What follows belongs to an exercise in optimizing a design on an open flow for small area; a production flow would make more cautious choices.
Function was checked by simulation only, so behaviour that the tests miss may differ from the original.
No activity file was given, so power comes from the tool's default toggle rates. The flow treats the clock pin as an ideal source, which a real chip does not have.

==> 05-27 <==
==> flow/design.v <==
`timescale 1ns/10ps
module serial_bus_slaves (
	input  logic        clk,
	input  logic        reset,
	input  logic        master_valid,
	input  logic [1:0]  bank_sel,
	input  logic        read_en,
	input  logic        write_en,
	input  logic [12:0] burst,
	input  logic        rx_address,
	input  logic        rx_data,
	output logic        slave_ready,
	output logic        tx_valid,
	output logic        tx_data
);
	logic        busy;     
	logic        cont;     
	logic [3:0]  cnt;      
	logic        done;     
	logic        rd_q;
	logic        wr_q;
	logic [1:0]  bank;
	logic [11:0] rem;      
	logic [5:0]  addr;     
	logic [7:0]  data;     
	logic        hs;
	logic        beat_end;
	assign slave_ready = !busy;
	assign hs = master_valid && !busy;
	assign beat_end = busy && (cnt == (cont ? 4'd8 : 4'd12));
	always_ff @(posedge clk or posedge reset)
	begin
		if (reset)
		begin
			busy <= 1'b0;
			cont <= 1'b0;
			cnt  <= 4'd0;
			done <= 1'b0;
		end
		else
		begin
			done <= beat_end;
			if (hs)
			begin
				busy <= 1'b1;
				cnt  <= 4'd1;
			end
			else if (beat_end)
			begin
				busy <= 1'b0;
				cnt  <= 4'd0;
				cont <= (rem != 12'd0);
			end
			else if (busy)
				cnt <= cnt + 4'd1;
		end
	end
	always_ff @(posedge clk)
	begin
		if (hs && !cont)
		begin
			rd_q <= read_en;
			wr_q <= write_en;
			bank <= bank_sel;
			rem  <= burst[0] ? burst[12:1] : 12'd0;
		end
		else if (hs)
			rem <= rem - 12'd1;
	end
	always_ff @(posedge clk)
	begin
		if (hs && cont)
			addr <= addr + 6'd1;
		else if ((hs && !cont) || (busy && !cont && (cnt < 4'd6)))
			addr <= {rx_address, addr[5:1]};
	end
	always_ff @(posedge clk)
	begin
		if (hs || (busy && (cnt < 4'd8)))
			data <= {rx_data, data[7:1]};
	end
	logic [5:0]  ph;       
	logic [1:0]  wb_bank;
	logic [5:0]  ws;       
	logic [7:0]  wb_data;
	logic [5:0]  rs;       
	logic [3:0][63:0][7:0] ring;
	logic [3:0][7:0][7:0] tap;   
	logic [3:0][7:0][7:0] tapt;  
	logic [7:0]  cap;      
	always_ff @(posedge clk)
		ph <= ph + 6'd1;
	assign rs = addr + ph;
	always_ff @(posedge clk)
	begin
		if (done && wr_q)
		begin
			wb_bank <= bank;
			ws      <= rs + 6'd1;
			wb_data <= data;
		end
		else
			ws <= ws + 6'd1;
	end
	always_comb
	begin
		for (int b = 0; b < 4; b++)
			for (int j = 0; j < 8; j++)
			begin
				tapt[b][j] = ((wb_bank == 2'(b)) && (ws == 6'(8 * j)))
					? wb_data
					: (ring[b][(8 * j + 63) % 64] ^ {8{((j + 7) % 2) == 1}});
				tap[b][j] = tapt[b][j] ^ {8{(j % 2) == 1}};
			end
	end
	always_ff @(posedge clk)
	begin
		for (int b = 0; b < 4; b++)
			for (int q = 0; q < 64; q++)
				if (q % 8 == 0)
					ring[b][q] <= tap[b][q / 8];
				else
					ring[b][q] <= ring[b][q - 1];
	end
	always_ff @(posedge clk)
	begin
		if (rs[2:0] == 3'd0)
			cap <= tapt[bank][rs[5:3]];
	end
	logic       rv;
	logic [8:0] sr;
	assign tx_valid = (sr[8:1] != 8'd0);
	assign tx_data  = sr[0];
	always_ff @(posedge clk or posedge reset)
	begin
		if (reset)
		begin
			rv      <= 1'b0;
			sr[8:1] <= 8'd0;
		end
		else
		begin
			rv      <= done && rd_q;
			sr[8:1] <= rv ? {1'b1, cap[7:1]} : {1'b0, sr[8:2]};
		end
	end
	always_ff @(posedge clk)
		sr[0] <= rv ? cap[0] : sr[1];
endmodule
==> flow/flow/run.sh <==
#!/bin/bash
# Standard synthesis, then its combinational logic re-mapped for area (the
# registers are kept as they are), then the standard layout with two changes:
# port buffers are the smallest buffer, and CTS clusters up to 34 sinks within
# 80 um, adds no dummy loads, and uses clkbuf_8 above the leaf level.  Each tool's output goes to a log of its own
# here: synth.log, remap.log and layout.log (ORFS also keeps each step's log
# under orfs/logs).
set -euo pipefail
here=$(pwd)
flow=$here/flow
res=$here/orfs/results/$FLOW_PLATFORM/serial_bus_slaves/base
bash standard.sh synth > synth.log 2>&1
cp $res/1_2_yosys.v $here/standard_synth.v
REMAP_LIB=$FLOW_HOME/platforms/$FLOW_PLATFORM/lib/sky130_fd_sc_hd__tt_025C_1v80.lib \
REMAP_IN=$here/standard_synth.v REMAP_OUT=$res/1_2_yosys.v REMAP_TOP=$FLOW_TOP \
REMAP_SCRIPT=$flow/remap.abc REMAP_STAT=$here/remap_stat.txt \
REMAP_DONT_USE="$(cat $flow/dont_use.txt)" \
	yosys -c $flow/remap.tcl > remap.log 2>&1
rm -f $res/1_synth.odb $res/1_synth.sdc
bash standard.sh \
	"BUFFER_PORTS_ARGS=-buffer_cell sky130_fd_sc_hd__buf_1" \
	"CTS_ARGS=-sink_clustering_enable -repair_clock_nets -sink_clustering_size 34 -sink_clustering_max_diameter 80 -dont_use_dummy_load -root_buf sky130_fd_sc_hd__clkbuf_8 -tree_buf sky130_fd_sc_hd__clkbuf_8" \
	finish > layout.log 2>&1
==> flow/flow/dont_use.txt <==
sky130_fd_sc_hd__probe_p_8 sky130_fd_sc_hd__probec_p_8 sky130_fd_sc_hd__lpflow_bleeder_1 sky130_fd_sc_hd__lpflow_clkbufkapwr_1 sky130_fd_sc_hd__lpflow_clkbufkapwr_16 sky130_fd_sc_hd__lpflow_clkbufkapwr_2 sky130_fd_sc_hd__lpflow_clkbufkapwr_4 sky130_fd_sc_hd__lpflow_clkbufkapwr_8 sky130_fd_sc_hd__lpflow_clkinvkapwr_1 sky130_fd_sc_hd__lpflow_clkinvkapwr_16 sky130_fd_sc_hd__lpflow_clkinvkapwr_2 sky130_fd_sc_hd__lpflow_clkinvkapwr_4 sky130_fd_sc_hd__lpflow_clkinvkapwr_8 sky130_fd_sc_hd__lpflow_decapkapwr_12 sky130_fd_sc_hd__lpflow_decapkapwr_3 sky130_fd_sc_hd__lpflow_decapkapwr_4 sky130_fd_sc_hd__lpflow_decapkapwr_6 sky130_fd_sc_hd__lpflow_decapkapwr_8 sky130_fd_sc_hd__lpflow_inputiso0n_1 sky130_fd_sc_hd__lpflow_inputiso0p_1 sky130_fd_sc_hd__lpflow_inputiso1n_1 sky130_fd_sc_hd__lpflow_inputiso1p_1 sky130_fd_sc_hd__lpflow_inputisolatch_1 sky130_fd_sc_hd__lpflow_isobufsrc_1 sky130_fd_sc_hd__lpflow_isobufsrc_16 sky130_fd_sc_hd__lpflow_isobufsrc_2 sky130_fd_sc_hd__lpflow_isobufsrc_4 sky130_fd_sc_hd__lpflow_isobufsrc_8 sky130_fd_sc_hd__lpflow_isobufsrckapwr_16 sky130_fd_sc_hd__lpflow_lsbuf_lh_hl_isowell_tap_1 sky130_fd_sc_hd__lpflow_lsbuf_lh_hl_isowell_tap_2 sky130_fd_sc_hd__lpflow_lsbuf_lh_hl_isowell_tap_4 sky130_fd_sc_hd__lpflow_lsbuf_lh_isowell_4 sky130_fd_sc_hd__lpflow_lsbuf_lh_isowell_tap_1 sky130_fd_sc_hd__lpflow_lsbuf_lh_isowell_tap_2 sky130_fd_sc_hd__lpflow_lsbuf_lh_isowell_tap_4 
==> flow/flow/remap.abc <==
strash
&get -n
&st
&syn3
&dch -f
&nf -R 1000
&put
==> flow/flow/remap.tcl <==
# Re-maps the standard synthesis's combinational logic for area, keeping every
# register instance (name and cell type) as the standard synthesis left it.
# Reads and writes the netlist named by REMAP_IN and REMAP_OUT.
yosys -import
set lib $::env(REMAP_LIB)
read_liberty -ignore_miss_func $lib
# Registers stay as they are: their cells are black boxes here.
setattr -mod -set blackbox 1 sky130_fd_sc_hd__*df* sky130_fd_sc_hd__*dl*
read_verilog $::env(REMAP_IN)
hierarchy -check -top $::env(REMAP_TOP)
flatten
# Back to plain library cells (black boxes with port directions) for mapping.
hierarchy -top $::env(REMAP_TOP)
read_liberty -lib -overwrite $lib
opt_clean -purge
set args [list -script $::env(REMAP_SCRIPT) -liberty $lib]
foreach c $::env(REMAP_DONT_USE) { lappend args -dont_use $c }
abc {*}$args
setundef -zero
splitnets
opt_clean -purge
hilomap -singleton -hicell sky130_fd_sc_hd__conb_1 HI -locell sky130_fd_sc_hd__conb_1 LO
insbuf -buf sky130_fd_sc_hd__buf_4 A X
hierarchy -top $::env(REMAP_TOP)
check -assert
tee -o $::env(REMAP_STAT) stat -liberty $lib
write_verilog -noattr -noexpr -nohex -nodec $::env(REMAP_OUT)
==> flow/standard.sh <==
#!/bin/bash
# synth_recipe.tcl (not shown) runs the flow's synth.tcl, then flattens the netlist and writes it again
# the make line also repeats each setting of config.mk as NAME=value (left out here)
make -C /OpenROAD-flow-scripts/flow DESIGN_CONFIG=/design/flow/config.mk WORK_HOME=/design/flow/orfs CLKGATE_MAP_FILE= SYNTH_SCRIPT=/design/flow/synth_recipe.tcl "${@:-finish}"
==> flow/config.mk <==
export PLATFORM = sky130hd
export DESIGN_NAME = serial_bus_slaves
export DESIGN_NICKNAME = serial_bus_slaves
export VERILOG_FILES = /design/flow/design.v
export SDC_FILE = /design/flow/constraint.sdc
export NUM_CORES = 4
export LEC_CHECK = 0
export CAP_MARGIN = 20
export CORE_MARGIN = 2
export CORE_UTILIZATION = 40
export CTS_CLUSTER_DIAMETER = 100
export CTS_CLUSTER_SIZE = 30
export SLEW_MARGIN = 20
==> flow/constraint.sdc <==
create_clock -name core_clock -period 5.0 [get_ports {clk}]
set_input_delay 1.0000 -clock core_clock [delete_from_list [all_inputs] [get_ports {clk}]]
set_output_delay 1.0000 -clock core_clock [all_outputs]
set_load 0.01 [all_outputs]
==> inputs of 11-17, as changes to 05-27 <==
==> flow/flow/run.sh (replaced) <==
#!/bin/bash
# Standard layout with two changes: port buffers are the smallest buffer,
# and CTS clusters up to 34 sinks within 80 um and adds no dummy loads.
# make's output (every tool's) goes to flow.log; ORFS keeps each step's log
# under orfs/logs as usual.
set -euo pipefail
bash standard.sh \
	"BUFFER_PORTS_ARGS=-buffer_cell sky130_fd_sc_hd__buf_1" \
	"CTS_ARGS=-sink_clustering_enable -repair_clock_nets -sink_clustering_size 34 -sink_clustering_max_diameter 80 -dont_use_dummy_load" \
	finish > flow.log 2>&1
removed: flow/flow/dont_use.txt
removed: flow/flow/remap.abc
removed: flow/flow/remap.tcl
==> comparison table <==
| metric | 11-17 | 05-27 |
|---|---|---|
| DRC violation total after the first TritonRoute iteration | 1593 | 1790 |
| Initial antenna violation count | 5 | 6 |
| Start of the worst register-to-register path | ws[5] | addr[0] |
| Time the worst path needs with I/O delays and setup | 4.27 ns | 4.56 ns |
| Number of clock buffers in the layout | 73 | 75 |
| Worst hold slack | 0.258 ns | 0.203 ns |
| Worst-case reg-to-reg path depth | 7 | 13 |
| Number of buffers inserted during clock tree synthesis | 73 | 75 |
| Status | finished clean | finished clean |
| Die X | 359 um | 353 um |
| Critical Path RT | 5.41 ns | 5.56 ns |
| Share of cell area taken by multi-input logic gates | 0.120 | 0.106 |
| Filler cells | 11.2k | 10.9k |
| Relative contribution of the clock network to total power | 0.252 | 0.253 |
| WP depth | 7 | 13 |
| Cell leakage power | 21.4 nW | 20.7 nW |
| Vias in the first global route | 20.6k | 19.9k |
| Number of iterations in the first detailed-routing pass | 8 | 5 |
| Switching power summed over all nets | 0.00654 W | 0.00613 W |
| Net count after synthesis | 3287 | 3140 |
| Max VDD drop | 0.363 mV | 0.300 mV |
| Finished Cell Area | 54300 um2 | 53100 um2 |
| Tapcell Cnt | 1650 | 1625 |

[port drivers added, routing unchanged]
How much do the figures lean on ideal ports? The routed layouts below were timed once more, with nothing changed but the port constraints. Step 1, drivers: a clkbuf_16 drives clk and a buf_2 each remaining input, both assumed. Step 2, shift: input delay + t, output delay - t, t = (earliest + latest rising clock arrival at the registers) / 2. This alone moves slack from input paths to output paths. Three values: no drivers, after step 1, after step 2; two values: the first two.
| run | t, ns | setup slack, ns | latest minus earliest clock arrival (ns) |
|---|---|---|---|
| 05-27 | 0.839 | 0.440 / 0.440 / 0.440 | 0.080 / 0.080 |
| 11-17 | 0.700 | 0.730 / 0.730 / 0.730 | 0.092 / 0.092 |
After both steps setup and hold are still met in every run listed.
